Source: an optimization exercise on an open RTL-to-GDS flow (aim: small area). Production flows keep margins and buffers that such runs may drop. Only simulation tests tie the RTL to the original design; equivalence was not proved. Power and IR drop assume default switching activity.

==> design.v <==
module tile_stats_accum #(
    parameter int PIX_WIDTH   = 8,
    parameter int IMG_WIDTH   = 640,
    parameter int IMG_HEIGHT  = 480,
    parameter int TILE_WIDTH  = 16,
    parameter int TILE_HEIGHT = 16,
    localparam int TX_W = $clog2(IMG_WIDTH / TILE_WIDTH),
    localparam int TY_W = $clog2(IMG_HEIGHT / TILE_HEIGHT)
) (
    input  logic                 iClk,
    input  logic                 iRst,
    input  logic                 iValid,
    input  logic                 iSof,
    input  logic [PIX_WIDTH-1:0] iData,
    output logic                 oValid,
    output logic [TX_W-1:0]      oTileX,
    output logic [TY_W-1:0]      oTileY,
    output logic [PIX_WIDTH-1:0] oMean,
    output logic [PIX_WIDTH-1:0] oMin,
    output logic [PIX_WIDTH-1:0] oMax,
    output logic                 oFrameDone
);
    localparam int TILES_X = IMG_WIDTH / TILE_WIDTH;
    localparam int TILES_Y = IMG_HEIGHT / TILE_HEIGHT;
    localparam int LXW     = $clog2(TILE_WIDTH);
    localparam int LYW     = $clog2(TILE_HEIGHT);
    localparam int AREA_W  = $clog2(TILE_WIDTH * TILE_HEIGHT);
    localparam int SUM_W   = PIX_WIDTH + AREA_W;
    localparam int ENT_W   = SUM_W + 2 * PIX_WIDTH;
    logic [LXW-1:0]  lx, eLx;
    logic [LYW-1:0]  ly, eLy;
    logic [TX_W-1:0] col, eCol;
    logic [TY_W-1:0] row, eRow;
    logic            sof, runEnd, lineEnd, tileRowEnd, frameEnd;
    logic            tileFirst, tileLast;
    assign sof  = iValid && iSof;
    assign eLx  = sof ? '0 : lx;
    assign eLy  = sof ? '0 : ly;
    assign eCol = sof ? '0 : col;
    assign eRow = sof ? '0 : row;
    assign runEnd     = &eLx;
    assign lineEnd    = runEnd && (eCol == TX_W'(TILES_X - 1));
    assign tileRowEnd = &eLy;
    assign frameEnd   = tileRowEnd && (eRow == TY_W'(TILES_Y - 1));
    assign tileFirst  = (eLx == '0) && (eLy == '0);
    assign tileLast   = runEnd && tileRowEnd;
    always_ff @(posedge iClk or negedge iRst) begin
        if (!iRst) begin
            lx  <= '0;
            ly  <= '0;
            col <= '0;
            row <= '0;
        end else if (iValid) begin
            lx <= eLx + LXW'(1);
            if (runEnd)
                col <= lineEnd ? '0 : eCol + TX_W'(1);
            else
                col <= eCol;
            if (lineEnd) begin
                ly <= eLy + LYW'(1);
                if (tileRowEnd)
                    row <= frameEnd ? '0 : eRow + TY_W'(1);
                else
                    row <= eRow;
            end else begin
                ly  <= eLy;
                row <= eRow;
            end
        end
    end
    logic [ENT_W-1:0] ring [TILES_X];
    logic [SUM_W-1:0]     curSum, nxtSum;
    logic [PIX_WIDTH-1:0] curMin, curMax, nxtMin, nxtMax;
    assign {curSum, curMin, curMax} = ring[0];
    always_comb begin
        nxtSum = SUM_W'(iData);
        nxtMin = iData;
        nxtMax = iData;
        if (!tileFirst) begin
            nxtSum = curSum + SUM_W'(iData);
            nxtMin = (iData < curMin) ? iData : curMin;
            nxtMax = (iData > curMax) ? iData : curMax;
        end
    end
    always_ff @(posedge iClk) begin
        if (iValid) begin
            if (runEnd) begin
                for (int i = 0; i < TILES_X - 1; i++)
                    ring[i] <= ring[i+1];
                ring[TILES_X-1] <= {nxtSum, nxtMin, nxtMax};
            end else begin
                ring[0] <= {nxtSum, nxtMin, nxtMax};
            end
        end
    end
    logic rec;
    assign rec = iValid && tileLast;
    always_ff @(posedge iClk or negedge iRst) begin
        if (!iRst) begin
            oValid     <= 1'b0;
            oTileX     <= '0;
            oTileY     <= '0;
            oMean      <= '0;
            oMin       <= '0;
            oMax       <= '0;
            oFrameDone <= 1'b0;
        end else begin
            oValid     <= rec;
            oFrameDone <= rec && lineEnd && frameEnd;
            if (rec) begin
                oTileX <= eCol;
                oTileY <= eRow;
                oMean  <= nxtSum[SUM_W-1:AREA_W];
                oMin   <= nxtMin;
                oMax   <= nxtMax;
            end
        end
    end
endmodule
==> run.sh <==
#!/bin/bash
# synth_recipe.tcl (not shown) runs the flow's synth.tcl, then flattens the netlist and writes it again
# the make line also repeats each setting of config.mk as NAME=value (left out here)
make -C /OpenROAD-flow-scripts/flow DESIGN_CONFIG=/design/flow/config.mk WORK_HOME=/design/flow/orfs CLKGATE_MAP_FILE= SYNTH_SCRIPT=/design/flow/synth_recipe.tcl finish
==> config.mk <==
export PLATFORM = sky130hd
export DESIGN_NAME = tile_stats_accum
export DESIGN_NICKNAME = tile_stats_accum
export VERILOG_FILES = /design/flow/design.v
export SDC_FILE = /design/flow/constraint.sdc
export NUM_CORES = 4
export LEC_CHECK = 0
export CAP_MARGIN = 20
export CORE_MARGIN = 2
export CORE_UTILIZATION = 40
export SLEW_MARGIN = 20
==> constraint.sdc <==
create_clock -name core_clock -period 8.0 [get_ports {iClk}]
set_input_delay 1.6000 -clock core_clock [delete_from_list [all_inputs] [get_ports {iClk}]]
set_output_delay 1.6000 -clock core_clock [all_outputs]
set_load 0.01 [all_outputs]
==> metrics.md, run 1 <==
| Metric | Value |
|---|---|
| Global-route wire length before repair | `91.60 mm` |
| I/O Buffers | `48` |
| Worst hold stages | `0` |
| Seq cells post-synth | `1336` |
| Die X | `330.9 um` |
| Primary flip-flop cell chosen by synthesis mapping | `sky130_fd_sc_hd__edfxtp_1` |
| Wire length after detailed routing | `58.61 mm` |
| Min-Delay Path Class | `flip-flop to flip-flop` |
| PwrDens | `285.6 mW/mm^2` |
| Leading post-synthesis cells by instance count | `sky130_fd_sc_hd__edfxtp_1 (1280), sky130_fd_sc_hd__nand2_1 (96), sky130_fd_sc_hd__dfrtp_1 (56), sky130_fd_sc_hd__o21ai_0 (51), sky130_fd_sc_hd__nor2_1 (47)` |
| Critical setup path kind | `input pin to flip-flop` |
| Insertion delay of the later-clocked pin in the worst-skew pair | `690 ps` |
| Number of buffers added for setup after CTS | `0` |
| Clock Root Buffer | `sky130_fd_sc_hd__clkbuf_16` |
| Number of gates given a new drive strength after cts | `0` |
| Remaining antenna violation count | `0` |
| Core region area | `0.1057 mm^2` |
| Starting Density | `0.4044` |
| Hold Startpoint | `ring[15][2]` |
| Biggest area contributors in the synthesized netlist | `sky130_fd_sc_hd__edfxtp_1 (90%), sky130_fd_sc_hd__dfrtp_1 (3.3%), sky130_fd_sc_hd__ha_1 (0.88%)` |
| Worst endpoint data arrival time | `5350 ps` |
| Cell count of the worst reg-to-reg path | `8` |
| Post-Syn Area | `0.04275 mm^2` |
| Synth Area in XOR/XNOR | `0.003073` |
| Global route overflow | `0` |
| Number of sinks driven by the clock tree | `1336` |
| Average wire per cell in the routed design | `16.86 um` |
| Number of distinct standard cells referenced by the synthesized netlist | `55` |
| Fmax achieved | `0.2027 GHz` |
| Num rows | `119` |
| Chip Height | `330.9 um` |
| Final slew viol count | `0` |
| Seq/Total Area, Yosys | `0.9318` |
| Peak supply drop | `174.7 uV` |
| Area of the multi-input gates | `0.002685 mm^2` |
| TritonCTS Buffers | `121` |
| Largest net degree at the start of global routing | `201` |
| Internal power | `0.01113 W` |
| Combinational family with the most area after synthesis | `compound AO/OA/AOI/OAI gates` |
| Clock-pin slew on the worst setup and hold paths | `60 ps` |
| Area fraction in and, or, nand and nor cells after synthesis | `0.01973` |
| Min-Delay Endpoint | `ring[14][2]` |
| Startpoint of the worst setup timing path | `iValid` |
| Register share of total power | `0.556` |
| Detailed-route DRC error count | `0` |
| Area delta synth->final | `14.67%` |
| Post-route minimum period | `4933 ps` |
| Worst setup slack after placement | `2175 ps` |
| TritonCTS clock tree | `yes` |
| Global router's overall resource usage | `0.1062` |
| Via-to-Cell Ratio | `4.708` |
| Run status | `finished clean` |
| FF-to-FF Start | `ring[0][16]` |
| Final cell utilization of the core | `0.4637` |
| Share of the synthesized area in compound gates (AO/OA/AOI/OAI) | `0.02160` |
| Type of destination of the critical path | `flip-flop` |
| Area of the die | `0.1095 mm^2` |
| Switching power | `0.002869 W` |
| Leakage Power | `15.72 nW` |
| Synth async-reset ratio | `0.04192` |
| Non-filler cells in the finished layout | `3477` |
| Final number of hold-violating endpoints | `0` |
| Maximum clock insertion buffer count | `3` |
| Number of global-route vias before repair | `16120` |
| Final setup margin | `3067 ps` |
| Overall power consumption | `0.01400 W` |
| Top cell type's share of synthesized area | `0.8991` |
| Post-synthesis average cell area | `23.53 um^2` |
| Worst EP required | `8420 ps` |
| Detailed Routing Iterations Pass 1 | `6` |
| Comb power frac | `0.041` |
| H-tree levels | `3` |
| Adder and majority cell fraction of the synthesized area | `0.009248` |
| Number of synthesized flops with an enable pin | `1280` |
| Placed wire-length estimate after detailed placement | `29.50 mm` |
| Ratio of cells with drive above 1 in the final layout | `0.1033` |
| Unrepaired setup endpoints after global routing | `false` |
| Syn Inst Count | `1817` |
| Share of total power in the clock network | `0.403` |
| Number of placed I/O pins | `49` |
| Total vias in the final route | `16370` |
| Placer Congestion | `0.7869` |
| FILL cells | `8568` |
| Startpoint types | `input pin` |
| Dominant cell by count in the synthesized netlist | `sky130_fd_sc_hd__edfxtp_1` |
| Post-CTS Hold Buffers | `0` |
| Final worst path period share | `0.6166` |
| Summed negative setup slack over all endpoints | `0 ps` |
| Number of nets in the layout | `2019` |
| Violation count after the first detailed-route iteration | `1805` |
| Post-synthesis net count | `1860` |
| Flip-flop and latch area | `0.03984 mm^2` |
| Max-cap violations | `0` |
| Number of warning messages in the yosys log | `2` |
| Register-to-Register Setup Slack | `5040 ps` |
| Worst rel slew slack | `0.2420` |
| Placed cells | `3244` |
| Setup Viol. Count Final | `0` |
| Sw Ratio | `0.2049` |
| Setup Skew | `35.03 ps` |
| Mux share of post-synthesis cell area | `0.008634` |
| Capture instance of the worst register-to-register path | `ring[0][28]` |
| Critical path fanouts, max | `46` |
| Number of antenna violations at the first check in global routing | `6` |
| Post-synth top area cell | `sky130_fd_sc_hd__edfxtp_1` |
| Worst-margin pin slew | `1137 ps` |
## per-stage QoR
stage / hold slack, ps / instance area (um^2)
4_1_cts: 395.6 / 49000
6_report: 398.7 / 49020
5_1_grt: 406.8 / 49010
3_3_place_gp: 400.5 / 45050
3_5_place_dp: 404.5 / 45050
2_1_floorplan: 400.3 / 42780
## how the worst max path moves through the flow
stage,end,depth (start not counted)
floorplan,ring[10][0],3
global placement,col[5],11
detailed placement,ring[0][24],9
CTS,ring[0][24],9
global route,ring[0][9],12
finish,ring[0][9],12
## cells in the final DEF (no fill, tap or decap), types with 5 or more instances in the layout
cell / instances
sky130_fd_sc_hd__edfxtp_1: 1280
sky130_fd_sc_hd__clkbuf_16: 122
sky130_fd_sc_hd__nand2_1: 95
sky130_fd_sc_hd__dfrtp_1: 56
sky130_fd_sc_hd__o21ai_0: 51
sky130_fd_sc_hd__nor2_1: 47
sky130_fd_sc_hd__clkdlybuf4s50_1: 46
sky130_fd_sc_hd__a21oi_1: 33
sky130_fd_sc_hd__inv_1: 33
sky130_fd_sc_hd__clkinv_1: 33
sky130_fd_sc_hd__ha_1: 30
sky130_fd_sc_hd__clkbuf_1: 24
sky130_fd_sc_hd__mux2i_1: 20
sky130_fd_sc_hd__clkinv_2: 16
sky130_fd_sc_hd__mux2_2: 15
sky130_fd_sc_hd__xor2_1: 12
sky130_fd_sc_hd__nand3_1: 11
sky130_fd_sc_hd__bufinv_16: 11
sky130_fd_sc_hd__a21o_1: 10
sky130_fd_sc_hd__clkinvlp_4: 10
sky130_fd_sc_hd__o21ai_1: 9
sky130_fd_sc_hd__nor3_1: 7
sky130_fd_sc_hd__nand4_1: 7
sky130_fd_sc_hd__a31oi_1: 7
sky130_fd_sc_hd__o2bb2ai_1: 7
sky130_fd_sc_hd__o31ai_1: 7
sky130_fd_sc_hd__buf_12: 7
sky130_fd_sc_hd__buf_4: 6
sky130_fd_sc_hd__and2_1: 5
## sequential cells by signal, indices dropped and copies added (netlist names)
name / cells
row: 5
ly: 4
oTileY: 5
oMean: 8
oMax: 8
ring: 1280
oValid: 1
col: 6
oTileX: 6
oMin: 8
lx: 4
oFrameDone: 1
## cell type report
type | count | area share
diodes | 4 | 0.0002042
clock inverters | 80 | 0.01570
clock buffers | 149 | 0.06495
repair buffers | 62 | 0.01360
multi-input cells | 421 | 0.05477
inverters | 34 | 0.002629
well taps | 1391 | 0.03550
flip-flops and latches | 1336 | 0.8126
## logic make-up after synthesis
kind of cell | Yosys count
AO/OA/AOI/OAI | 148
XOR/XNOR | 15
adder cells (fa/ha/maj) | 31
buffers and inverters | 60
flip-flops | 1336
multiplexers | 35
AND/OR/NAND/NOR | 192
## per-layer routing
layer | vias to the layer above | share of wire | GRT usage
met3 | 132 | 0.069 | 0.02605
met5 | - | 0.00058 | 0
met1 | 8344 | 0.50 | 0.1695
met2 | 403 | 0.40 | 0.1388
li1 | 7487 | - | -
met4 | 4 | 0.025 | 0.04083
## power groups by stage
stage	clock network [W]	registers (W)	logic (W)
2_1_floorplan	0	0.00796	0.000415
3_3_place_gp	0	0.00792	0.000524
3_5_place_dp	0	0.00793	0.000565
4_1_cts	0.00585	0.00778	0.000568
5_1_grt	0.00612	0.00779	0.000633
6_report	0.00565	0.00778	0.000570
## critical path: stages
cell                        delay [ps]
sky130_fd_sc_hd__buf_2             780
sky130_fd_sc_hd__nand2_1           780
sky130_fd_sc_hd__nand2_1           310
sky130_fd_sc_hd__inv_1              70
sky130_fd_sc_hd__ha_1              220
sky130_fd_sc_hd__and3_1            290
sky130_fd_sc_hd__and2_1            210
sky130_fd_sc_hd__buf_4             250
sky130_fd_sc_hd__nor2_1            210
sky130_fd_sc_hd__nand3_1           290
sky130_fd_sc_hd__o2bb2ai_1         260
sky130_fd_sc_hd__a31oi_1            60
==> run 2: changes to the inputs <==
--- a/design.v
+++ b/design.v
@@ -68,10 +68,11 @@
             end
         end
     end
-    logic [ENT_W-1:0] ring [TILES_X];
     logic [SUM_W-1:0]     curSum, nxtSum;
     logic [PIX_WIDTH-1:0] curMin, curMax, nxtMin, nxtMax;
-    assign {curSum, curMin, curMax} = ring[0];
+    logic [ENT_W-1:0]     acc, nxtEnt;
+    assign {curSum, curMin, curMax} = acc;
+    assign nxtEnt = {nxtSum, nxtMin, nxtMax};
     always_comb begin
         nxtSum = SUM_W'(iData);
         nxtMin = iData;
@@ -82,16 +83,35 @@
             nxtMax = (iData > curMax) ? iData : curMax;
         end
     end
-    always_ff @(posedge iClk) begin
-        if (iValid) begin
-            if (runEnd) begin
-                for (int i = 0; i < TILES_X - 1; i++)
-                    ring[i] <= ring[i+1];
-                ring[TILES_X-1] <= {nxtSum, nxtMin, nxtMax};
-            end else begin
-                ring[0] <= {nxtSum, nxtMin, nxtMax};
+    logic                 phase;
+    logic                 lxHi, lxLo;         
+    logic                 shift, shiftN;
+    logic [ENT_W-1:0]     ring [1:TILES_X-1];
+    logic [ENT_W-1:0]     ringIn;
+    assign shift  = iValid & ~iSof & lxHi;
+    assign shiftN = ~iValid | iSof | lxLo;
+    assign ringIn = nxtEnt ^ {ENT_W{phase}};
+    always_ff @(posedge iClk or negedge iRst) begin
+        if (!iRst) begin
+            phase <= 1'b0;
+            lxHi  <= 1'b0;
+            lxLo  <= 1'b1;
+        end else begin
+            phase <= ~phase;
+            if (iValid) begin
+                lxHi <= (eLx == LXW'(TILE_WIDTH - 2));
+                lxLo <= (eLx != LXW'(TILE_WIDTH - 2));
             end
         end
+    end
+    always_ff @(posedge iClk) begin
+        for (int i = 1; i < TILES_X - 1; i++)
+            ring[i] <= ~((ring[i+1] | {ENT_W{shiftN}}) & (ring[i] | {ENT_W{shift}}));
+        ring[TILES_X-1] <= ~((ringIn | {ENT_W{shiftN}}) & (ring[TILES_X-1] | {ENT_W{shift}}));
+    end
+    always_ff @(posedge iClk) begin
+        if (iValid)
+            acc <= runEnd ? (ring[1] ^ {ENT_W{phase}}) : nxtEnt;
     end
     logic rec;
     assign rec = iValid && tileLast;
--- a/config.mk
+++ b/config.mk
@@ -8,4 +8,7 @@
 export CAP_MARGIN = 20
 export CORE_MARGIN = 2
 export CORE_UTILIZATION = 40
+export CTS_BUF_LIST = sky130_fd_sc_hd__clkbuf_16
+export CTS_CLUSTER_DIAMETER = 100
+export CTS_CLUSTER_SIZE = 30
 export SLEW_MARGIN = 20
==> run 2 against run 1 <==
Effect of this change: first-iteration DRC count decreased by 7.6%; sequential cell count increased by 3; sequential share of layout area decreased by 16 points; die area decreased by 7.3%; synthesized cell count increased by 85%; still clean; clock-buffer cell count decreased by 96; cell area decreased by 14%; via count increased by 49%; routed wire length increased by 16%; highest routed layer is now met4; register-to-register slack improved by 170 ps; combinational power increased by 100%; worst hold slack improved by 8.9 ps.
==> metrics.md, run 2 <==
| Metric | Value |
|---|---|
| Run status | `finished clean` |
| Number of gates given a new drive strength after cts | `0` |
| Worst-margin pin slew | `1289 ps` |
| Post-synthesis average cell area | `11.78 um^2` |
| Critical setup path kind | `input pin to flip-flop` |
| Peak supply drop | `169.6 uV` |
| Die X | `318.7 um` |
| Final slew viol count | `0` |
| Starting Density | `0.4030` |
| Seq/Total Area, Yosys | `0.6924` |
| Worst EP required | `8500 ps` |
| Final worst path period share | `0.5632` |
| Fmax achieved | `0.2219 GHz` |
| Number of placed I/O pins | `49` |
| Num rows | `115` |
| Number of global-route vias before repair | `22180` |
| Number of synthesized flops with an enable pin | `32` |
| Area delta synth->final | `6.521%` |
| Syn Inst Count | `3363` |
| Post-Syn Area | `0.03961 mm^2` |
| Number of flip-flops under the largest register name | `1248` |
| Synth async-reset ratio | `0.04406` |
| Number of sinks driven by the clock tree | `1339` |
| Dominant cell by count in the synthesized netlist | `sky130_fd_sc_hd__dfxtp_1` |
| Leakage Power | `15.66 nW` |
| Commonest non-fill, non-tap cell in the layout | `sky130_fd_sc_hd__dfxtp_1` |
| Ant. Diodes | `0` |
| Post-CTS Hold Buffers | `0` |
| TritonCTS Buffers | `51` |
| Non-filler cells in the finished layout | `4482` |
| Clock-pin slew on the worst setup and hold paths | `110 ps` |
| Chip Height | `318.7 um` |
| Largest regs | `ring: 1248 flops, acc: 32 flops` |
| Worst rel slew slack | `0.1410` |
| Clock Root Buffer | `sky130_fd_sc_hd__clkbuf_16` |
| Wire length after detailed routing | `67.73 mm` |
| Total vias in the final route | `24360` |
| Register name with the most flops | `ring` |
| Core region area | `0.09828 mm^2` |
| Number of buffers added for setup after CTS | `0` |
| Primary flip-flop cell chosen by synthesis mapping | `sky130_fd_sc_hd__dfxtp_1` |
| PwrDens | `291.4 mW/mm^2` |
| Area of the die | `0.1015 mm^2` |
| Worst setup slack after placement | `2460 ps` |
| Via-to-Cell Ratio | `5.436` |
| Ratio of cells with drive above 1 in the final layout | `0.03693` |
| Worst endpoint data arrival time | `5010 ps` |
| Number of antenna violations at the first check in global routing | `0` |
| Remaining antenna violation count | `0` |
| Unrepaired setup endpoints after global routing | `false` |
| Critical path fanouts, max | `19` |
| Setup Skew | `37.92 ps` |
| Detailed Routing Iterations Pass 1 | `4` |
| Final setup margin | `3494 ps` |
| Worst hold stages | `1` |
| Startpoint types | `input pin` |
| Post-synthesis net count | `3407` |
| Placer Congestion | `0.7863` |
| Final number of hold-violating endpoints | `0` |
| Post-synth top area cell | `sky130_fd_sc_hd__dfxtp_1` |
| Number of nets in the layout | `3226` |
| H-tree levels | `2` |
| I/O Buffers | `48` |
| Global router's overall resource usage | `0.1275` |
| Number of warning messages in the yosys log | `2` |
| Maximum clock insertion buffer count | `3` |
| Largest net degree at the start of global routing | `280` |
| Overall power consumption | `0.01229 W` |
| Average wire per cell in the routed design | `15.11 um` |
| Leading post-synthesis cells by instance count | `sky130_fd_sc_hd__dfxtp_1 (1248), sky130_fd_sc_hd__o22ai_1 (1247), sky130_fd_sc_hd__clkbuf_1 (213), sky130_fd_sc_hd__buf_2 (83), sky130_fd_sc_hd__nand2_1 (75)` |
| Most used cells in the layout excluding fill and tap cells | `sky130_fd_sc_hd__dfxtp_1 (1248), sky130_fd_sc_hd__o22ai_1 (1247), sky130_fd_sc_hd__nand2_1 (75), sky130_fd_sc_hd__dfrtp_1 (57), sky130_fd_sc_hd__clkbuf_16 (53)` |
| Number of distinct standard cells referenced by the synthesized netlist | `54` |
| Insertion delay of the later-clocked pin in the worst-skew pair | `660 ps` |
| Placed wire-length estimate after detailed placement | `37.61 mm` |
| Detailed-route DRC error count | `0` |
| Global-route wire length before repair | `113.0 mm` |
| Top cell type's share of synthesized area | `0.6308` |
| Cell count of the worst reg-to-reg path | `3` |
| Min-Delay Path Class | `flip-flop to flip-flop` |
| Type of destination of the critical path | `flip-flop` |
| Summed negative setup slack over all endpoints | `0 ps` |
| TritonCTS clock tree | `yes` |
| Placed cells | `4414` |
| Max-cap violations | `0` |
| Global route overflow | `0` |
| Violation count after the first detailed-route iteration | `1667` |
| Setup Viol. Count Final | `0` |
| Seq cells post-synth | `1339` |
| Biggest area contributors in the synthesized netlist | `sky130_fd_sc_hd__dfxtp_1 (63%), sky130_fd_sc_hd__o22ai_1 (20%), sky130_fd_sc_hd__dfrtp_1 (3.7%)` |
| Post-route minimum period | `4506 ps` |
-- run 2: cell count changes in the layout (fill, tap and decap cells not counted), moves of 12 or more --
cell | previous run | this run
sky130_fd_sc_hd__dfxtp_1 | 0 | 1248
sky130_fd_sc_hd__edfxtp_1 | 1280 | 32
sky130_fd_sc_hd__o22ai_1 | 1 | 1247
sky130_fd_sc_hd__clkbuf_16 | 122 | 53
sky130_fd_sc_hd__xnor2_1 | 3 | 48
sky130_fd_sc_hd__clkinv_1 | 33 | 1
sky130_fd_sc_hd__clkbuf_1 | 24 | 0
sky130_fd_sc_hd__nand2_1 | 95 | 75
sky130_fd_sc_hd__clkinv_2 | 16 | 0
sky130_fd_sc_hd__xor2_1 | 12 | 24
-- run 2: metal layers --
metal,up-vias,share of wire,track usage
met1,11620,0.52,0.1932
met3,77,0.027,0.01723
met4,0,0.018,0.02844
met2,162,0.43,0.1921
li1,12500,-,-
met5,-,0,0
-- run 2: cell families after synthesis --
group           count (synthesis)  synth area share
compound gates               1382            0.2176
xor+xnor                       72           0.01592
fa+ha+maj                      32           0.01030
buf+inv                       334           0.03485
flops                        1339            0.6924
mux                            37           0.01005
simple gates                  167           0.01889
-- run 2: worst paths after layout --
path | start | endpoint | slack (ps)
max in group asynchronous | iRst | phase | 6360
min in group asynchronous | iRst | oTileY[0] | 1100
setup / recovery | iSof | ring[39][3] | 3490
setup reg to reg | lxLo | ring[23][1] | 5210
hold / removal | ring[22][21] | ring[21][21] | 410
hold reg to reg | ring[22][21] | ring[21][21] | 410
-- run 2: through the flow --
step	cell area [um^2]	hold WS (ps)	utilization
6_report	42190	407.5	0.4293
5_1_grt	42190	395.8	0.4293
4_1_cts	42150	403.7	0.4289
2_1_floorplan	39610	411.9	-
3_5_place_dp	40720	421.5	0.4143
3_3_place_gp	40720	415.9	0.4143
-- run 2: power breakdown --
part	total [W]	internal, W	switching [W]
clock	0.00314	0.00122	0.00193
combinational	0.00114	0.000665	0.000478
sequential	0.00801	0.00755	0.000457
-- run 2: worst max-delay path, stage by stage --
cell and delay [ps]:
sky130_fd_sc_hd__clkdlybuf4s50_1 710, sky130_fd_sc_hd__nand2_1 630, sky130_fd_sc_hd__nand2_1 200, sky130_fd_sc_hd__ha_1 240
sky130_fd_sc_hd__o211a_1 370, sky130_fd_sc_hd__a211oi_4 610, sky130_fd_sc_hd__mux2i_1 400, sky130_fd_sc_hd__xnor2_1 160
sky130_fd_sc_hd__o22ai_1 80
-- run 2: layout make-up --
type	instances	area, um^2
multi-input combinational	1690	10820
timing repair buffer	72	803.3
clock buffer	53	1326
tap	1287	1610
fill	9373	56090
inverter	28	105.1
sequential	1339	27420
clock inverter	13	98.84
==> run 3: changes to the inputs <==
--- a/config.mk
+++ b/config.mk
@@ -9,6 +9,6 @@
 export CORE_MARGIN = 2
 export CORE_UTILIZATION = 40
 export CTS_BUF_LIST = sky130_fd_sc_hd__clkbuf_16
-export CTS_CLUSTER_DIAMETER = 100
-export CTS_CLUSTER_SIZE = 30
+export CTS_CLUSTER_DIAMETER = 60
+export CTS_CLUSTER_SIZE = 40
 export SLEW_MARGIN = 20
==> run 3 against run 2 <==
Effect of this change: clock skew rose by 7.8 ps; clock-buffer cell count up 34; critical path type unchanged; core utilization grew 1.9 points; highest routed layer unchanged; still clean; clock power up 59%; register-to-register slack better by 80 ps; combinational power about the same; synthesized cell count did not move; die area stayed put.
==> metrics.md, run 3 <==
| Metric | Value |
|---|---|
| Run status | `finished clean` |
| Type of destination of the critical path | `flip-flop` |
| Fmax achieved | `0.2199 GHz` |
| Flip-flop and latch area | `0.02742 mm^2` |
| Register name with the most flops | `ring` |
| Post-synthesis average cell area | `11.78 um^2` |
| Chip Height | `318.7 um` |
| PwrDens | `321.2 mW/mm^2` |
| Insertion delay of the later-clocked pin in the worst-skew pair | `680 ps` |
| Global route overflow | `0` |
| Average wire per cell in the routed design | `15.00 um` |
| Placed wire-length estimate after detailed placement | `37.61 mm` |
| Number of synthesized flops with an enable pin | `32` |
| Post-route minimum period | `4547 ps` |
| Number of placed I/O pins | `49` |
| Dominant cell by count in the synthesized netlist | `sky130_fd_sc_hd__dfxtp_1` |
| Leakage Power | `16.51 nW` |
| Startpoint of the worst setup timing path | `iSof` |
| Placer Congestion | `0.7863` |
| Worst EP required | `8480 ps` |
| Post-Syn Area | `0.03961 mm^2` |
| Global-route wire length before repair | `114.6 mm` |
| Critical path fanouts, max | `19` |
| Worst-margin pin slew | `1182 ps` |
| Post-synth top area cell | `sky130_fd_sc_hd__dfxtp_1` |
| End point of the critical path | `ring[39][2]` |
| Num rows | `115` |
| Synth async-reset ratio | `0.04406` |
| Final slew viol count | `0` |
| Ratio of cells with drive above 1 in the final layout | `0.06717` |
| Number of distinct standard cells referenced by the synthesized netlist | `54` |
| Clock Root Buffer | `sky130_fd_sc_hd__clkbuf_16` |
| Most used cells in the layout excluding fill and tap cells | `sky130_fd_sc_hd__dfxtp_1 (1248), sky130_fd_sc_hd__o22ai_1 (1247), sky130_fd_sc_hd__clkbuf_16 (87), sky130_fd_sc_hd__nand2_1 (75), sky130_fd_sc_hd__dfrtp_1 (57)` |
| Peak supply drop | `190.5 uV` |
| Critical setup path kind | `input pin to flip-flop` |
| Largest regs | `ring: 1248 flops, acc: 32 flops` |
| I/O Buffers | `48` |
| Via-to-Cell Ratio | `5.425` |
| Detailed-route DRC error count | `0` |
| Top cell type's share of synthesized area | `0.6308` |
| Primary flip-flop cell chosen by synthesis mapping | `sky130_fd_sc_hd__dfxtp_1` |
| TritonCTS Buffers | `86` |
| FILL cells | `9172` |
| Area of the die | `0.1015 mm^2` |
| Post-placement cell area | `0.04072 mm^2` |
| Number of gates given a new drive strength after cts | `0` |
| Max-cap violations | `0` |
| Global router's overall resource usage | `0.1302` |
| Violation count after the first detailed-route iteration | `1651` |
| Leading post-synthesis cells by instance count | `sky130_fd_sc_hd__dfxtp_1 (1248), sky130_fd_sc_hd__o22ai_1 (1247), sky130_fd_sc_hd__clkbuf_1 (213), sky130_fd_sc_hd__buf_2 (83), sky130_fd_sc_hd__nand2_1 (75)` |
| Final number of hold-violating endpoints | `0` |
| Area delta synth->final | `11.20%` |
| Cell count of the worst reg-to-reg path | `4` |
| Unrepaired setup endpoints after global routing | `false` |
| Number of global-route vias before repair | `22550` |
| Worst setup slack after placement | `2460 ps` |
| Maximum clock insertion buffer count | `3` |
| FF-to-FF Start | `lxLo` |
| Min-Delay Path Class | `flip-flop to flip-flop` |
| Post-synthesis net count | `3407` |
| Summed negative setup slack over all endpoints | `0 ps` |
| Number of nets in the layout | `3261` |
| Post-CTS Hold Buffers | `0` |
| H-tree levels | `3` |
| Biggest area contributors in the synthesized netlist | `sky130_fd_sc_hd__dfxtp_1 (63%), sky130_fd_sc_hd__o22ai_1 (20%), sky130_fd_sc_hd__dfrtp_1 (3.7%)` |
| Final cell utilization of the core | `0.4481` |
| TritonCTS clock tree | `yes` |
| Area of the multi-input gates | `0.01082 mm^2` |
| Number of flip-flops under the largest register name | `1248` |
| Seq/Total Area, Yosys | `0.6924` |
| Core region area | `0.09828 mm^2` |
| Number of buffers added for setup after CTS | `0` |
| Startpoint types | `input pin` |
| Syn Inst Count | `3363` |
| Final design area excluding fillers | `0.04404 mm^2` |
| Setup Viol. Count Final | `0` |
| Seq cells post-synth | `1339` |
| Worst rel slew slack | `0.2118` |
| Remaining antenna violation count | `0` |
| Number of warning messages in the yosys log | `2` |
| Number of sinks driven by the clock tree | `1339` |
| Total vias in the final route | `24830` |
| Die X | `318.7 um` |
| Wire length after detailed routing | `68.66 mm` |
| Starting Density | `0.4030` |
| Capture instance of the worst register-to-register path | `ring[26][7]` |
| Final worst path period share | `0.5684` |
| Clock-pin slew on the worst setup and hold paths | `90 ps` |
| Detailed Routing Iterations Pass 1 | `5` |
| Largest net degree at the start of global routing | `280` |
| Register-to-Register Setup Slack | `5290 ps` |
| Setup Skew | `45.72 ps` |
| Commonest non-fill, non-tap cell in the layout | `sky130_fd_sc_hd__dfxtp_1` |
| Number of antenna violations at the first check in global routing | `0` |
| Final setup margin | `3453 ps` |
| Worst endpoint data arrival time | `5030 ps` |
| Ant. Diodes | `0` |
run 3: changes by cell type in the layout (fill, tap and decap cells not counted), sizes merged:
cell / delta
bufinv: +3
clkbuf: +34
clkinv: +26
clkinvlp: +4
inv: +28
run 3: per-layer routing:
metal  vias to the layer above  track usage  share of wire
met5                         -            0              0
met4                         0      0.03402          0.019
met3                        94      0.02207          0.033
met2                       232       0.1946           0.43
met1                     11830       0.1937           0.52
li1                      12670            -              -
run 3: power by group:
part	switching, W	internal, W
Combinational	0.000480	0.000665
Sequential	0.000458	0.00755
Clock	0.00265	0.00234
Total	0.00359	0.0106
run 3: worst min path at each step:
| stage | start | endpoint | slack [ps] | depth (start not counted) |
|---|---|---|---|---|
| detailed placement | ring[30][10] | ring[29][10] | 420 | 1 |
| floorplan | ring[39][27] | ring[39][27] | 410 | 1 |
| CTS | ring[25][2] | ring[24][2] | 380 | 1 |
| global route | ring[22][21] | ring[21][21] | 410 | 1 |
| finish | ring[25][2] | ring[24][2] | 390 | 1 |
| global placement | ring[17][21] | ring[16][21] | 420 | 1 |
run 3: cell type report:
class,instances,share of cell area
tap,1287,0.03656
sequential,1339,0.6227
clock buffer,87,0.04943
clock inverter,74,0.02497
timing repair buffer,72,0.01824
inverter,28,0.002387
multi-input combinational,1690,0.2457
run 3: worst max-delay path, cell delays in order:
cell and delay (ps):
sky130_fd_sc_hd__clkdlybuf4s50_1 720, sky130_fd_sc_hd__nand2_1 630, sky130_fd_sc_hd__nand2_1 200, sky130_fd_sc_hd__ha_1 240, sky130_fd_sc_hd__o211a_1 380, sky130_fd_sc_hd__a211oi_4 620
sky130_fd_sc_hd__mux2i_1 400, sky130_fd_sc_hd__xnor2_1 160, sky130_fd_sc_hd__o22ai_1 80
run 3: kinds of logic (layout without fill, tap and decap cells):
kind of cell,after synthesis,count (layout),synth area share
AOI/OAI and AO/OA,1382,1382,0.2176
xor gates and xnor gates,72,72,0.01592
muxes,37,37,0.01005
buffers and inverters,334,261,0.03485
and+or+nand+nor,167,167,0.01889
DFF,1339,1339,0.6924
adders and majority gates,32,32,0.01030
run 3: per-stage QoR:
stage	total power [W]	cells	hold WS, ps
after floorplan	0.008978	3363	411.9
after global placement	0.009262	4414	415.9
after detailed placement	0.009307	4414	421.5
after CTS	0.01432	4575	383.9
after global routing	0.01481	4577	406.9
final	0.01414	4577	394.0
==> run 4: changes to the inputs <==
--- a/config.mk
+++ b/config.mk
@@ -8,7 +8,7 @@
 export CAP_MARGIN = 20
 export CORE_MARGIN = 2
 export CORE_UTILIZATION = 40
-export CTS_BUF_LIST = sky130_fd_sc_hd__clkbuf_16
+export CTS_BUF_LIST = sky130_fd_sc_hd__clkbuf_8
 export CTS_CLUSTER_DIAMETER = 60
-export CTS_CLUSTER_SIZE = 40
+export CTS_CLUSTER_SIZE = 18
 export SLEW_MARGIN = 20
==> run 4 against run 3 <==
Effect of this change: still clean on timing, DRC and antenna; sequential power about the same; sequential cell count unchanged; worst setup slack better by 84 ps; worst hold slack better by 2.5 ps; routed wire length up 0.15%; global-route usage about the same; core utilization down 1.3 points; non-clock buffer count unchanged; highest routed layer unchanged.
==> metrics.md, run 4 <==
| Metric | Value |
|---|---|
| Run status | `finished clean` |
| Leading post-synthesis cells by instance count | `sky130_fd_sc_hd__dfxtp_1 (1248), sky130_fd_sc_hd__o22ai_1 (1247), sky130_fd_sc_hd__clkbuf_1 (213), sky130_fd_sc_hd__buf_2 (83), sky130_fd_sc_hd__nand2_1 (75)` |
| Insertion delay of the later-clocked pin in the worst-skew pair | `770 ps` |
| Chip Height | `318.7 um` |
| Startpoint of the worst setup timing path | `iSof` |
| Core region area | `0.09828 mm^2` |
| Clock-pin slew on the worst setup and hold paths | `110 ps` |
| Share of total power in the clock network | `0.284` |
| TritonCTS Buffers | `95` |
| I/O Buffers | `48` |
| TritonCTS clock tree | `yes` |
| End point of the critical path | `ring[39][2]` |
| Primary flip-flop cell chosen by synthesis mapping | `sky130_fd_sc_hd__dfxtp_1` |
| Capture instance of the worst register-to-register path | `ring[26][7]` |
| Post-synthesis average cell area | `11.78 um^2` |
| Via-to-Cell Ratio | `5.407` |
| Global router's overall resource usage | `0.1303` |
| Min-Delay Path Class | `flip-flop to flip-flop` |
| Type of destination of the critical path | `flip-flop` |
| Flip-flop and latch area | `0.02742 mm^2` |
| FILL cells | `9362` |
| Worst endpoint data arrival time | `5040 ps` |
| Critical setup path kind | `input pin to flip-flop` |
| Most used cells in the layout excluding fill and tap cells | `sky130_fd_sc_hd__dfxtp_1 (1248), sky130_fd_sc_hd__o22ai_1 (1247), sky130_fd_sc_hd__clkbuf_8 (107), sky130_fd_sc_hd__nand2_1 (75), sky130_fd_sc_hd__dfrtp_1 (57)` |
| Register name with the most flops | `ring` |
| Comb power frac | `0.090` |
| Number of sinks driven by the clock tree | `1339` |
| Post-CTS Hold Buffers | `0` |
| Number of placed I/O pins | `49` |
| Fmax achieved | `0.2241 GHz` |
| Post-synth top area cell | `sky130_fd_sc_hd__dfxtp_1` |
| Dominant cell by count in the synthesized netlist | `sky130_fd_sc_hd__dfxtp_1` |
| Placed wire-length estimate after detailed placement | `37.61 mm` |
| Setup Skew | `45.83 ps` |
| Internal power | `0.009719 W` |
| Number of antenna violations at the first check in global routing | `1` |
| Die X | `318.7 um` |
| Leakage Power | `15.97 nW` |
| Setup Viol. Count Final | `0` |
| Global route overflow | `0` |
| Number of gates given a new drive strength after cts | `0` |
| Commonest non-fill, non-tap cell in the layout | `sky130_fd_sc_hd__dfxtp_1` |
| Synth async-reset ratio | `0.04406` |
| Ratio of cells with drive above 1 in the final layout | `0.06164` |
| Final worst path period share | `0.5579` |
| Largest net degree at the start of global routing | `280` |
| Switching power | `0.003066 W` |
| H-tree levels | `3` |
| Number of synthesized flops with an enable pin | `32` |
| Largest regs | `ring: 1248 flops, acc: 32 flops` |
| Top cell type's share of synthesized area | `0.6308` |
| Worst-margin pin slew | `1141 ps` |
| Area of the multi-input gates | `0.01082 mm^2` |
| Summed negative setup slack over all endpoints | `0 ps` |
| Placer Congestion | `0.7863` |
| Syn Inst Count | `3363` |
| Max-cap violations | `0` |
| Post-route minimum period | `4463 ps` |
| Post-Syn Area | `0.03961 mm^2` |
| Seq cells post-synth | `1339` |
| Wire length after detailed routing | `68.76 mm` |
| Starting Density | `0.4030` |
| Detailed-route DRC error count | `0` |
| Cell count of the worst reg-to-reg path | `4` |
| Detailed Routing Iterations Pass 1 | `5` |
| Final slew viol count | `0` |
| Seq/Total Area, Yosys | `0.6924` |
| Violation count after the first detailed-route iteration | `1601` |
| Number of flip-flops under the largest register name | `1248` |
| Number of distinct standard cells referenced by the synthesized netlist | `54` |
| Unrepaired setup endpoints after global routing | `false` |
| Total vias in the final route | `24690` |
| PwrDens | `299.1 mW/mm^2` |
| Area of the die | `0.1015 mm^2` |
| Startpoint types | `input pin` |
| Post-synthesis net count | `3407` |
| Biggest area contributors in the synthesized netlist | `sky130_fd_sc_hd__dfxtp_1 (63%), sky130_fd_sc_hd__o22ai_1 (20%), sky130_fd_sc_hd__dfrtp_1 (3.7%)` |
| Sw Ratio | `0.2398` |
| Num rows | `115` |
| Average wire per cell in the routed design | `15.06 um` |
| Worst EP required | `8580 ps` |
| Final number of hold-violating endpoints | `0` |
| Final setup margin | `3537 ps` |
| Number of warning messages in the yosys log | `2` |
| Peak supply drop | `137.1 uV` |
| Number of global-route vias before repair | `22620` |
| Number of buffers added for setup after CTS | `0` |
| Number of nets in the layout | `3270` |
| Clock Root Buffer | `sky130_fd_sc_hd__clkbuf_8` |
| Register share of total power | `0.626` |
| Maximum clock insertion buffer count | `3` |
| FF-to-FF Start | `lxLo` |
| Remaining antenna violation count | `0` |
| Area delta synth->final | `7.942%` |
| Global-route wire length before repair | `114.7 mm` |
| Worst rel slew slack | `0.2392` |
| Worst setup slack after placement | `2460 ps` |
| Critical path fanouts, max | `19` |
| Register-to-Register Setup Slack | `5240 ps` |
## run 4: cell types whose count changed in the layout (fill, tap and decap cells not counted), moves of 3 or more
| cell | delta |
|---|---|
| sky130_fd_sc_hd__clkbuf_8 | +107 |
| sky130_fd_sc_hd__clkbuf_16 | -87 |
| sky130_fd_sc_hd__clkinv_8 | -16 |
| sky130_fd_sc_hd__inv_16 | -10 |
| sky130_fd_sc_hd__inv_8 | -9 |
| sky130_fd_sc_hd__inv_1 | +6 |
| sky130_fd_sc_hd__bufinv_16 | +4 |
| sky130_fd_sc_hd__inv_12 | -4 |
| sky130_fd_sc_hd__clkinv_16 | -3 |
## run 4: worst max-delay path: stages
cell and delay (ps):
sky130_fd_sc_hd__clkdlybuf4s50_1 720, sky130_fd_sc_hd__nand2_1 630, sky130_fd_sc_hd__nand2_1 200, sky130_fd_sc_hd__ha_1 240
sky130_fd_sc_hd__o211a_1 380, sky130_fd_sc_hd__a211oi_4 620, sky130_fd_sc_hd__mux2i_1 410, sky130_fd_sc_hd__xnor2_1 160
sky130_fd_sc_hd__o22ai_1 80
## run 4: cells by family after synthesis
group                      count (synthesis)  synth area share
buffers and inverters                    334           0.03485
muxes                                     37           0.01005
adders and majority gates                 32           0.01030
xor gates and xnor gates                  72           0.01592
AOI/OAI and AO/OA                       1382            0.2176
and+or+nand+nor                          167           0.01889
DFF                                     1339            0.6924
## run 4: worst min path at each step
stage,slack (ps),cells past startpoint,startpoint,end
floorplan,410,1,ring[39][27],ring[39][27]
global placement,420,1,ring[17][21],ring[16][21]
CTS,390,1,ring[25][2],ring[24][2]
global route,400,1,ring[22][21],ring[21][21]
finish,400,1,ring[25][2],ring[24][2]
detailed placement,420,1,ring[30][10],ring[29][10]
## run 4: power groups by stage
| stage | combinational, W | sequential [W] | clock, W |
|---|---|---|---|
| floorplan | 0.000968 | 0.00801 | 0 |
| global placement | 0.00111 | 0.00815 | 0 |
| detailed placement | 0.00115 | 0.00816 | 0 |
| CTS | 0.00115 | 0.00801 | 0.00379 |
| global route | 0.00128 | 0.00811 | 0.00404 |
| finish | 0.00114 | 0.00801 | 0.00363 |
## run 4: metrics by stage
| step | instances | instance area, um^2 | utilization | power, W | hold WS [ps] |
|---|---|---|---|---|---|
| 2_1_floorplan | 3363 | 39610 | - | 0.008978 | 411.9 |
| 3_3_place_gp | 4414 | 40720 | 0.4143 | 0.009262 | 415.9 |
| 3_5_place_dp | 4414 | 40720 | 0.4143 | 0.009307 | 421.5 |
| 4_1_cts | 4562 | 42710 | 0.4346 | 0.01296 | 393.6 |
| 5_1_grt | 4565 | 42750 | 0.4350 | 0.01344 | 398.0 |
| 6_report | 4565 | 42750 | 0.4350 | 0.01279 | 396.6 |
## run 4: cell type report
| class | instances | share of cell area |
|---|---|---|
| antenna | 1 | 0.00005853 |
| clock buffer | 107 | 0.03445 |
| clock inverter | 41 | 0.01200 |
| inverter | 28 | 0.002458 |
| multi-input combinational | 1690 | 0.2531 |
| sequential | 1339 | 0.6415 |
| tap | 1287 | 0.03767 |
| timing repair buffer | 72 | 0.01879 |
## run 4: layer usage
metal	track usage	vias up	wire (um)
li1	-	12630	-
met1	0.1935	11750	35720
met2	0.1939	217	29560
met3	0.02328	97	2209
met4	0.03497	0	1276
met5	0	-	0
==> run 5: changes to the inputs <==
--- a/config.mk
+++ b/config.mk
@@ -8,7 +8,4 @@
 export CAP_MARGIN = 20
 export CORE_MARGIN = 2
 export CORE_UTILIZATION = 40
-export CTS_BUF_LIST = sky130_fd_sc_hd__clkbuf_8
-export CTS_CLUSTER_DIAMETER = 60
-export CTS_CLUSTER_SIZE = 18
 export SLEW_MARGIN = 20
==> run 5 against run 4 <==
Effect of this change: still clean on timing, DRC and antenna; cell area grew 5.8%; non-clock buffer count shrank 1; total power grew 20%; routed wire length grew 2.0%; clock skew shrank 11 ps; synthesized area is the same; die area is the same; clock-buffer cell count grew 81; sequential share of layout area shrank 3.5 points; register-to-register slack lost 60 ps; critical path depth grew 2; synthesized cell count is the same; critical endpoint is now oMin[7]; largest cell class unchanged; largest power group unchanged; highest routed layer unchanged.
==> metrics.md, run 5 <==
| Metric | Value |
|---|---|
| Number of distinct standard cells referenced by the synthesized netlist | `54` |
| Hold Startpoint | `ring[12][27]` |
| Ratio of cells with drive above 1 in the final layout | `0.08343` |
| Total vias in the final route | `25130` |
| Average wire per cell in the routed design | `15.07 um` |
| Run status | `finished clean` |
| Mux share of post-synthesis cell area | `0.01005` |
| Area delta synth->final | `14.22%` |
| Unrepaired setup endpoints after global routing | `false` |
| Via-to-Cell Ratio | `5.398` |
| Post-CTS Hold Buffers | `0` |
| FILL cells | `9048` |
| Top layer in use | `met4` |
| Synth Area in XOR/XNOR | `0.01592` |
| Adder and majority cell fraction of the synthesized area | `0.01030` |
| Chip Height | `318.7 um` |
| Detailed-route DRC error count | `0` |
| Cell at the slowest stage of the critical path | `sky130_fd_sc_hd__clkdlybuf4s50_1` |
| Placed wire-length estimate after detailed placement | `37.61 mm` |
| Post-synth top area cell | `sky130_fd_sc_hd__dfxtp_1` |
| Setup Viol. Count Final | `0` |
| Maximum cell stage delay along the critical path | `710 ps` |
| Critical setup path kind | `input pin to flip-flop` |
| Core region area | `0.09828 mm^2` |
| Share of the synthesized area in compound gates (AO/OA/AOI/OAI) | `0.2176` |
| Leading post-synthesis cells by instance count | `sky130_fd_sc_hd__dfxtp_1 (1248), sky130_fd_sc_hd__o22ai_1 (1247), sky130_fd_sc_hd__clkbuf_1 (213), sky130_fd_sc_hd__buf_2 (83), sky130_fd_sc_hd__nand2_1 (75)` |
| Clock-pin slew on the worst setup and hold paths | `60 ps` |
| Starting Density | `0.4030` |
| Maximum clock insertion buffer count | `3` |
| Detailed Routing Iterations Pass 1 | `5` |
| Most numerous cell on the critical path | `sky130_fd_sc_hd__nand2_1` |
| Peak supply drop | `159.1 uV` |
| Critical path fanouts, max | `53` |
| Final number of hold-violating endpoints | `0` |
| Summed negative setup slack over all endpoints | `0 ps` |
| Number of antenna violations at the first check in global routing | `0` |
| Startpoint of the worst setup timing path | `iSof` |
| TritonCTS clock tree | `yes` |
| Final slew viol count | `0` |
| Worst EP required | `8610 ps` |
| Post-synthesis average cell area | `11.78 um^2` |
| Total met3 wirelength after detailed routing | `2.523 mm` |
| Crit path max-delay family | `simple AND/OR/NAND/NOR gates` |
| Max-cap violations | `0` |
| Type of destination of the critical path | `flip-flop` |
| Final worst path period share | `0.5625` |
| Worst rel slew slack | `0.2394` |
| CP Cell Sequence | `clkdlybuf4s50_1 > nand2_1 > nand2_1 > inv_1 > ha_1 > nand3_1 > nor2_4 > nand3_2 > buf_4 > inv_2 > mux2_2` |
| Largest regs | `ring: 1248 flops, acc: 32 flops` |
| Number of warning messages in the yosys log | `2` |
| Number of synthesized flops with an enable pin | `32` |
| Seq cells post-synth | `1339` |
| Number of sinks driven by the clock tree | `1339` |
| Global router's overall resource usage | `0.1346` |
| Worst path bufs/invs | `4` |
| Total met2 wirelength after detailed routing | `30.37 mm` |
| Num rows | `115` |
| Placer Congestion | `0.7863` |
| Post-Syn Area | `0.03961 mm^2` |
| Most used cells in the layout excluding fill and tap cells | `sky130_fd_sc_hd__dfxtp_1 (1248), sky130_fd_sc_hd__o22ai_1 (1247), sky130_fd_sc_hd__clkbuf_16 (137), sky130_fd_sc_hd__nand2_1 (75), sky130_fd_sc_hd__dfrtp_1 (57)` |
| Register name with the most flops | `ring` |
| Clock Root Buffer | `sky130_fd_sc_hd__clkbuf_16` |
| Syn Inst Count | `3363` |
| Leakage Power | `17.17 nW` |
| Startpoint types | `input pin` |
| Min-Delay Path Class | `flip-flop to flip-flop` |
| Number of placed I/O pins | `49` |
| Global-route wire length before repair | `117.2 mm` |
| Largest net degree at the start of global routing | `280` |
| Insertion delay of the later-clocked pin in the worst-skew pair | `720 ps` |
| Number of global-route vias before repair | `23210` |
| Number of buffers added for setup after CTS | `0` |
| FF-to-FF Start | `lxLo` |
| Post-route minimum period | `4500 ps` |
| Area of the die | `0.1015 mm^2` |
| Setup Skew | `34.84 ps` |
| Seq/Total Area, Yosys | `0.6924` |
| Combinational family with the most area after synthesis | `compound AO/OA/AOI/OAI gates` |
| H-tree levels | `4` |
| Number of nets in the layout | `3306` |
| PwrDens | `339.3 mW/mm^2` |
| Number of flip-flops under the largest register name | `1248` |
| Area fraction in and, or, nand and nor cells after synthesis | `0.01889` |
| Violation count after the first detailed-route iteration | `1691` |
| I/O Buffers | `48` |
| Primary flip-flop cell chosen by synthesis mapping | `sky130_fd_sc_hd__dfxtp_1` |
| Worst-margin pin slew | `1141 ps` |
| Global route overflow | `0` |
| M1 wire length | `35.76 mm` |
| Top cell type's share of synthesized area | `0.6308` |
| Dominant cell by count in the synthesized netlist | `sky130_fd_sc_hd__dfxtp_1` |
| Post-synthesis net count | `3407` |
| Synth async-reset ratio | `0.04406` |
| Wire length after detailed routing | `70.14 mm` |
| Biggest area contributors in the synthesized netlist | `sky130_fd_sc_hd__dfxtp_1 (63%), sky130_fd_sc_hd__o22ai_1 (20%), sky130_fd_sc_hd__dfrtp_1 (3.7%)` |
| Ant. Diodes | `0` |
| TritonCTS Buffers | `132` |
| Remaining antenna violation count | `0` |
| Commonest non-fill, non-tap cell in the layout | `sky130_fd_sc_hd__dfxtp_1` |
| Worst endpoint data arrival time | `5110 ps` |
| Fmax achieved | `0.2222 GHz` |
| Fin Hold WS | `400.7 ps` |
| Die X | `318.7 um` |
| Number of gates given a new drive strength after cts | `0` |
-- run 5: layer usage --
layer,GRT usage,vias to the layer above
met5,0,-
met3,0.02760,119
met4,0.04971,0
li1,-,12780
met2,0.1974,267
met1,0.1947,11960
-- run 5: worst paths after layout --
path                           endpoint  slack, ps  cells past startpoint
max                             oMin[7]       3500                     11
min                        ring[11][27]        400                      1
max reg2reg                 ring[26][7]       5180                      4
min reg2reg                ring[11][27]        400                      1
max in group asynchronous         phase       6400                      2
min in group asynchronous     oTileY[0]       1040                      2
-- run 5: cell type report --
cell class / instances / area (um^2) / share of cell area
clock buffer: 188 / 3950 / 0.08732
tap: 1287 / 1610 / 0.03560
inverter: 28 / 105.1 / 0.002323
multi-input combinational: 1690 / 10830 / 0.2393
clock inverter: 52 / 534.3 / 0.01181
sequential: 1339 / 27420 / 0.6062
timing repair buffer: 71 / 788.3 / 0.01742
-- run 5: kinds of logic (layout without fill, tap and decap cells) --
family / count (synthesis) / after routing
buffers and inverters: 334 / 339
and+or+nand+nor: 167 / 167
adders and majority gates: 32 / 32
AOI/OAI and AO/OA: 1382 / 1382
xor gates and xnor gates: 72 / 72
DFF: 1339 / 1339
muxes: 37 / 37
-- run 5: stage by stage --
stage / util / cell area (um^2) / instances / setup slack [ps] / total power [W]
floorplan: - / 39610 / 3363 / 3997 / 0.008978
finish: 0.4603 / 45240 / 4655 / 3500 / 0.01535
CTS: 0.4600 / 45200 / 4654 / 3228 / 0.01555
global route: 0.4603 / 45240 / 4655 / 3203 / 0.01605
detailed placement: 0.4143 / 40720 / 4414 / 2460 / 0.009307
global placement: 0.4143 / 40720 / 4414 / 2543 / 0.009262
-- run 5: where the power goes --
group | internal (W) | total (W) | switching (W)
logic | 0.000665 | 0.00115 | 0.000481
clock network | 0.00362 | 0.00618 | 0.00257
registers | 0.00756 | 0.00802 | 0.000460
-- run 5: worst register-to-register path: cells and delay by family, from the launching register on --
kind | cells | cell delay [ps]
AOI/OAI and AO/OA | 1 | 410
buffers and inverters | 2 | 930
DFF | 1 | 540
and+or+nand+nor | 1 | 770
==> run 6: changes to the inputs <==
==> flow/run.sh (new file) <==
#!/bin/bash
# The standard layout, with the port buffers made from the smallest buffer cell
# instead of the one buffer_ports picks by itself. Every port still gets a buffer.
set -euo pipefail
export BUFFER_PORTS_ARGS="-buffer_cell sky130_fd_sc_hd__buf_1"
bash standard.sh > standard_flow.log 2>&1
==> standard.sh (new file) <==
#!/bin/bash
# synth_recipe.tcl (not shown) runs the flow's synth.tcl, then flattens the netlist and writes it again
# the make line also repeats each setting of config.mk as NAME=value (left out here)
make -C /OpenROAD-flow-scripts/flow DESIGN_CONFIG=/design/flow/config.mk WORK_HOME=/design/flow/orfs CLKGATE_MAP_FILE= SYNTH_SCRIPT=/design/flow/synth_recipe.tcl "${@:-finish}"
--- a/config.mk
+++ b/config.mk
@@ -7,5 +7,8 @@
 export LEC_CHECK = 0
 export CAP_MARGIN = 20
 export CORE_MARGIN = 2
-export CORE_UTILIZATION = 40
+export CORE_UTILIZATION = 65
+export CTS_BUF_LIST = sky130_fd_sc_hd__clkbuf_16
+export CTS_CLUSTER_DIAMETER = 100
+export CTS_CLUSTER_SIZE = 30
 export SLEW_MARGIN = 20
removed: run.sh
==> run 6 against run 5 <==
Effect of this change: still clean; sequential cell count did not move; global-route usage up 7.1 points; first-iteration DRC count shrank 13%; synthesized cell count unchanged; synthesized area did not move; via count down 1.7%; cell area shrank 9.0%; largest power group unchanged.
==> metrics.md, run 6 <==
| Metric | Value |
|---|---|
| Run status | `finished clean` |
| Largest regs | `ring: 1248 flops, acc: 32 flops` |
| Cell at the slowest stage of the critical path | `sky130_fd_sc_hd__nand3_2` |
| Number of nets in the layout | `3222` |
| Number of warning messages in the yosys log | `2` |
| Number of distinct standard cells referenced by the synthesized netlist | `54` |
| Area of the die | `0.06292 mm^2` |
| Setup Viol. Count Final | `0` |
| Maximum cell stage delay along the critical path | `780 ps` |
| Max-cap violations | `0` |
| Top cell type's share of synthesized area | `0.6308` |
| Worst EP required | `8520 ps` |
| Unrepaired setup endpoints after global routing | `false` |
| Leading post-synthesis cells by instance count | `sky130_fd_sc_hd__dfxtp_1 (1248), sky130_fd_sc_hd__o22ai_1 (1247), sky130_fd_sc_hd__clkbuf_1 (213), sky130_fd_sc_hd__buf_2 (83), sky130_fd_sc_hd__nand2_1 (75)` |
| Clock Root Buffer | `sky130_fd_sc_hd__clkbuf_16` |
| Final design area excluding fillers | `0.04117 mm^2` |
| Ratio of cells with drive above 1 in the final layout | `0.03515` |
| Starting Density | `0.6574` |
| Post-synthesis net count | `3407` |
| Global router's overall resource usage | `0.2051` |
| Number of buffers added for setup after CTS | `0` |
| Final number of hold-violating endpoints | `0` |
| Final worst path period share | `0.5854` |
| Number of synthesized flops with an enable pin | `32` |
| Global-route wire length before repair | `111.6 mm` |
| Wire length after detailed routing | `66.42 mm` |
| Overall power consumption | `0.01227 W` |
| I/O Buffers | `48` |
| Placed wire-length estimate after detailed placement | `38.31 mm` |
| Register name with the most flops | `ring` |
| Dominant cell by count in the synthesized netlist | `sky130_fd_sc_hd__dfxtp_1` |
| Syn Inst Count | `3363` |
| Biggest area contributors in the synthesized netlist | `sky130_fd_sc_hd__dfxtp_1 (63%), sky130_fd_sc_hd__o22ai_1 (20%), sky130_fd_sc_hd__dfrtp_1 (3.7%)` |
| Leakage Power | `15.51 nW` |
| CP Cell Sequence | `clkbuf_2 > buf_4 > nand2_1 > nand2_1 > inv_1 > ha_1 > nand3_1 > nor2_1 > buf_4 > nand3_2 > inv_2 > mux2_2` |
| TritonCTS Buffers | `50` |
| FILL cells | `4513` |
| Post-route minimum period | `4683 ps` |
| Number of sinks driven by the clock tree | `1339` |
| Detailed Routing Iterations Pass 1 | `5` |
| Most used cells in the layout excluding fill and tap cells | `sky130_fd_sc_hd__dfxtp_1 (1248), sky130_fd_sc_hd__o22ai_1 (1247), sky130_fd_sc_hd__nand2_1 (75), sky130_fd_sc_hd__dfrtp_1 (57), sky130_fd_sc_hd__clkbuf_16 (53)` |
| Detailed-route DRC error count | `0` |
| Number of flip-flops under the largest register name | `1248` |
| Setup Skew | `16.60 ps` |
| Global route overflow | `0` |
| Number of global-route vias before repair | `22660` |
| Core region area | `0.06025 mm^2` |
| Commonest non-fill, non-tap cell in the layout | `sky130_fd_sc_hd__dfxtp_1` |
| Area delta synth->final | `3.962%` |
| Seq/Total Area, Yosys | `0.6924` |
| Die X | `250.8 um` |
| Summed negative setup slack over all endpoints | `0 ps` |
| Min-Delay Path Class | `flip-flop to flip-flop` |
| Insertion delay of the later-clocked pin in the worst-skew pair | `640 ps` |
| Fin Hold WS | `428.4 ps` |
| Chip Height | `250.8 um` |
| Worst rel slew slack | `0.2299` |
| Startpoint types | `input pin` |
| Synth async-reset ratio | `0.04406` |
| H-tree levels | `2` |
| Post-synthesis average cell area | `11.78 um^2` |
| Total vias in the final route | `24690` |
| Peak supply drop | `229.4 uV` |
| Post-CTS Hold Buffers | `0` |
| Final slew viol count | `0` |
| Largest net degree at the start of global routing | `279` |
| Type of destination of the critical path | `flip-flop` |
| Fmax achieved | `0.2135 GHz` |
| Remaining antenna violation count | `0` |
| Post-Syn Area | `0.03961 mm^2` |
| Num rows | `90` |
| Ant. Diodes | `0` |
| Average wire per cell in the routed design | `16.74 um` |
| Placer Congestion | `0.8082` |
| Critical path fanouts, max | `58` |
| Number of antenna violations at the first check in global routing | `0` |
| Maximum clock insertion buffer count | `3` |
| TritonCTS clock tree | `yes` |
| Critical setup path kind | `input pin to flip-flop` |
| Worst-margin pin slew | `1155 ps` |
| Number of gates given a new drive strength after cts | `0` |
| Number of placed I/O pins | `49` |
| Post-synth top area cell | `sky130_fd_sc_hd__dfxtp_1` |
| Worst endpoint data arrival time | `5210 ps` |
| Via-to-Cell Ratio | `6.223` |
| Seq cells post-synth | `1339` |
| Primary flip-flop cell chosen by synthesis mapping | `sky130_fd_sc_hd__dfxtp_1` |
| Final cell utilization of the core | `0.6834` |
| Violation count after the first detailed-route iteration | `1465` |
| Clock-pin slew on the worst setup and hold paths | `110 ps` |
| Post-placement cell area | `0.03979 mm^2` |
| PwrDens | `298.0 mW/mm^2` |
[run 6: logic make-up (layout without fill, tap and decap cells)]
| kind of cell | Yosys count | count (layout) | share of synthesized area |
|---|---|---|---|
| compound gates | 1382 | 1382 | 0.2176 |
| flops | 1339 | 1339 | 0.6924 |
| buf+inv | 334 | 157 | 0.03485 |
| simple gates | 167 | 167 | 0.01889 |
| xor+xnor | 72 | 72 | 0.01592 |
| mux | 37 | 37 | 0.01005 |
| fa+ha+maj | 32 | 32 | 0.01030 |
[run 6: layer usage]
layer  vias to the layer above  global-route usage  wire [um]
li1                      12530                   -          -
met1                     11870              0.3046      33150
met2                       222              0.3240      30490
met3                        67             0.02526       1788
met4                         0             0.04602        988
met5                         -                   0          0
[run 6: final timing paths]
path | cells after the start | end | start | slack (ps)
worst max-delay path | 12 | oMin[0] | iValid | 3320
worst min-delay path | 1 | ring[31][9] | ring[32][9] | 430
worst max register to register | 9 | oMin[0] | lx[1] | 4920
worst min register to register | 1 | ring[31][9] | ring[32][9] | 430
max in group asynchronous | 2 | phase | iRst | 6380
min in group asynchronous | 2 | oFrameDone | iRst | 1080
[run 6: worst max-delay path: cells and delay by family]
kind,cells,cell delay (ps)
fa+ha+maj,1,180
simple gates,5,1730
buf+inv,5,1270
mux,1,380
[run 6: metrics by stage]
step / worst slack (ps) / instances
2_1_floorplan: 3997 / 3363
3_3_place_gp: 2821 / 3907
3_5_place_dp: 2670 / 3908
4_1_cts: 3348 / 3968
5_1_grt: 2934 / 3968
6_report: 3317 / 3968
[run 6: cell type report]
cell class / count / area (um^2) / share of cell area
Sequential cell: 1339 / 27420 / 0.6660
Multi-Input combinational cell: 1690 / 10820 / 0.2627
Clock buffer: 53 / 1326 / 0.03221
Tap cell: 782 / 978.4 / 0.02376
Timing Repair Buffer: 69 / 465.4 / 0.01130
Inverter: 28 / 105.1 / 0.002553
Clock inverter: 7 / 57.56 / 0.001398
[run 6: where the power goes]
group          switching, W  internal (W)
combinational      0.000529      0.000663
sequential         0.000463       0.00755
clock               0.00186       0.00120
total               0.00285       0.00942
==> run 7: changes to the inputs <==
--- a/config.mk
+++ b/config.mk
@@ -9,6 +9,6 @@
 export CORE_MARGIN = 2
 export CORE_UTILIZATION = 65
 export CTS_BUF_LIST = sky130_fd_sc_hd__clkbuf_16
-export CTS_CLUSTER_DIAMETER = 100
-export CTS_CLUSTER_SIZE = 30
+export CTS_CLUSTER_DIAMETER = 120
+export CTS_CLUSTER_SIZE = 33
 export SLEW_MARGIN = 20
==> run 7 against run 6 <==
Effect of this change: clock-buffer cell count shrank 5; die area is the same; worst hold slack lost 7.5 ps; synthesized area is the same; cell area down 0.28%; fmax is 0.10% lower; core utilization shrank 0.19 points; clock skew fell by 3.6 ps; final cell count is 0.10% lower; critical path depth did not move; critical endpoint unchanged; highest routed layer unchanged.
==> metrics.md, run 7 <==
| Metric | Value |
|---|---|
| Run status | `finished clean` |
| Post-CTS Hold Buffers | `0` |
| Number of synthesized flops with an enable pin | `32` |
| TritonCTS clock tree | `yes` |
| Flip-flop and latch area | `0.02742 mm^2` |
| Overall power consumption | `0.01215 W` |
| Final worst path period share | `0.5860` |
| Number of gates given a new drive strength after cts | `0` |
| Total met3 wirelength after detailed routing | `1.642 mm` |
| Leading post-synthesis cells by instance count | `sky130_fd_sc_hd__dfxtp_1 (1248), sky130_fd_sc_hd__o22ai_1 (1247), sky130_fd_sc_hd__clkbuf_1 (213), sky130_fd_sc_hd__buf_2 (83), sky130_fd_sc_hd__nand2_1 (75)` |
| Register-to-Register Setup Slack | `4910 ps` |
| Core region area | `0.06025 mm^2` |
| Worst hold stages | `1` |
| Detailed-route DRC error count | `0` |
| Number of global-route vias before repair | `22520` |
| Largest net degree at the start of global routing | `279` |
| Startpoint of the worst setup timing path | `iValid` |
| M1 wire length | `33.21 mm` |
| Post-route minimum period | `4688 ps` |
| Synth async-reset ratio | `0.04406` |
| Summed negative setup slack over all endpoints | `0 ps` |
| Detailed Routing Iterations Pass 1 | `5` |
| Placer Congestion | `0.8082` |
| Capture instance of the worst register-to-register path | `oMin[0]` |
| Number of stages on the worst setup path | `12` |
| Global router's overall resource usage | `0.2030` |
| Post-synthesis average cell area | `11.78 um^2` |
| Number of placed I/O pins | `49` |
| Peak supply drop | `237.7 uV` |
| Critical setup path kind | `input pin to flip-flop` |
| Startpoint types | `input pin` |
| Register name with the most flops | `ring` |
| Ratio of cells with drive above 1 in the final layout | `0.03363` |
| Die X | `250.8 um` |
| I/O Buffers | `48` |
| Post-synth top area cell | `sky130_fd_sc_hd__dfxtp_1` |
| Leakage Power | `15.45 nW` |
| Insertion delay of the later-clocked pin in the worst-skew pair | `630 ps` |
| Most used cells in the layout excluding fill and tap cells | `sky130_fd_sc_hd__dfxtp_1 (1248), sky130_fd_sc_hd__o22ai_1 (1247), sky130_fd_sc_hd__nand2_1 (75), sky130_fd_sc_hd__dfrtp_1 (57), sky130_fd_sc_hd__o21ai_0 (51)` |
| Total met2 wirelength after detailed routing | `30.24 mm` |
| Top layer in use | `met4` |
| Number of antenna violations at the first check in global routing | `0` |
| Post-synthesis net count | `3407` |
| Starting Density | `0.6574` |
| Max-cap violations | `0` |
| PwrDens | `295.8 mW/mm^2` |
| Top cell type's share of synthesized area | `0.6308` |
| Min-Delay Path Class | `flip-flop to flip-flop` |
| Cell at the slowest stage of the critical path | `sky130_fd_sc_hd__nand3_2` |
## run 7: kinds of logic (layout without fill, tap and decap cells)
kind of cell | count (synthesis) | count (layout) | share of synthesized area
and+or+nand+nor | 167 | 167 | 0.01889
buffers and inverters | 334 | 153 | 0.03485
adders and majority gates | 32 | 32 | 0.01030
AOI/OAI and AO/OA | 1382 | 1382 | 0.2176
DFF | 1339 | 1339 | 0.6924
xor gates and xnor gates | 72 | 72 | 0.01592
muxes | 37 | 37 | 0.01005
## run 7: worst reg2reg max path: stages, from the launching register on
cell and delay, ps:
sky130_fd_sc_hd__dfrtp_1 360, sky130_fd_sc_hd__inv_1 50, sky130_fd_sc_hd__nor2_1 210, sky130_fd_sc_hd__ha_1 230, sky130_fd_sc_hd__nand3_1 100, sky130_fd_sc_hd__nor2_1 100, sky130_fd_sc_hd__buf_4 280, sky130_fd_sc_hd__nand3_2 780
sky130_fd_sc_hd__inv_2 500, sky130_fd_sc_hd__mux2_2 380
## run 7: power breakdown
group	internal [W]	leakage (nW)	switching, W	total (W)
Combinational	0.000663	2.46	0.000531	0.00119
Sequential	0.00755	12.4	0.000461	0.00801
Clock	0.00110	0.642	0.00184	0.00294
Total	0.00932	15.5	0.00283	0.0121
## run 7: worst min-delay path by stage
stage,slack [ps],end
6_report,420,ring[12][23]
3_5_place_dp,420,ring[36][11]
3_3_place_gp,420,ring[21][1]
4_1_cts,430,ring[12][23]
2_1_floorplan,410,ring[39][27]
5_1_grt,440,ring[12][23]
## run 7: final cells by class
class                           count  share of cell area
Timing Repair Buffer               69             0.01134
Multi-Input combinational cell   1690              0.2635
Clock buffer                       48             0.02925
Tap cell                          782             0.02383
Inverter                           28            0.002560
Clock inverter                      8            0.001676
Sequential cell                  1339              0.6679
## run 7: stage by stage
stage / instance area, um^2 / cells / util / hold WS [ps] / setup slack [ps]
floorplan: 39610 / 3363 / - / 411.9 / 3997
global placement: 39780 / 3907 / 0.6604 / 417.1 / 2821
detailed placement: 39790 / 3908 / 0.6605 / 421.4 / 2670
CTS: 41060 / 3964 / 0.6816 / 428.5 / 3347
global route: 41060 / 3964 / 0.6816 / 442.0 / 2948
finish: 41060 / 3964 / 0.6816 / 420.9 / 3312
## run 7: metal layers
layer  vias up  GRT usage
met5         -          0
met4         0    0.03798
met3        62    0.02413
met2       231     0.3210
met1     11780     0.3046
li1      12520          -

-- separate check: timing with driven ports --
The flow's constraints put no driver on any port. The routed layouts listed below were extracted and timed again, unchanged, in two steps. Step 1: set_driving_cell puts a clkbuf_16 on iClk and a buf_2 on each other input, an assumption about the parent block. Step 2 times the ports against the registers' clock, not the clock port: input delays grow and output delays shrink by t, the midpoint of the rising clock arrivals with the driver on. Slacks: ideal / step 1 / step 2; pairs: ideal / step 1.
run | t (ns) | setup slack, ns
run 1 | 0.734 | 3.067 / 3.081 / 2.347
run 2 | 0.698 | 3.494 / 3.525 / 2.827
run 3 | 0.712 | 3.453 / 3.482 / 2.770
run 4 | 0.783 | 3.537 / 3.563 / 2.780
run 5 | 0.766 | 3.500 / 3.529 / 2.764
run 6 | 0.697 | 3.317 / 3.359 / 2.662
run 7 | 0.682 | 3.312 / 3.351 / 2.668
After both steps setup and hold are still met in every run listed.
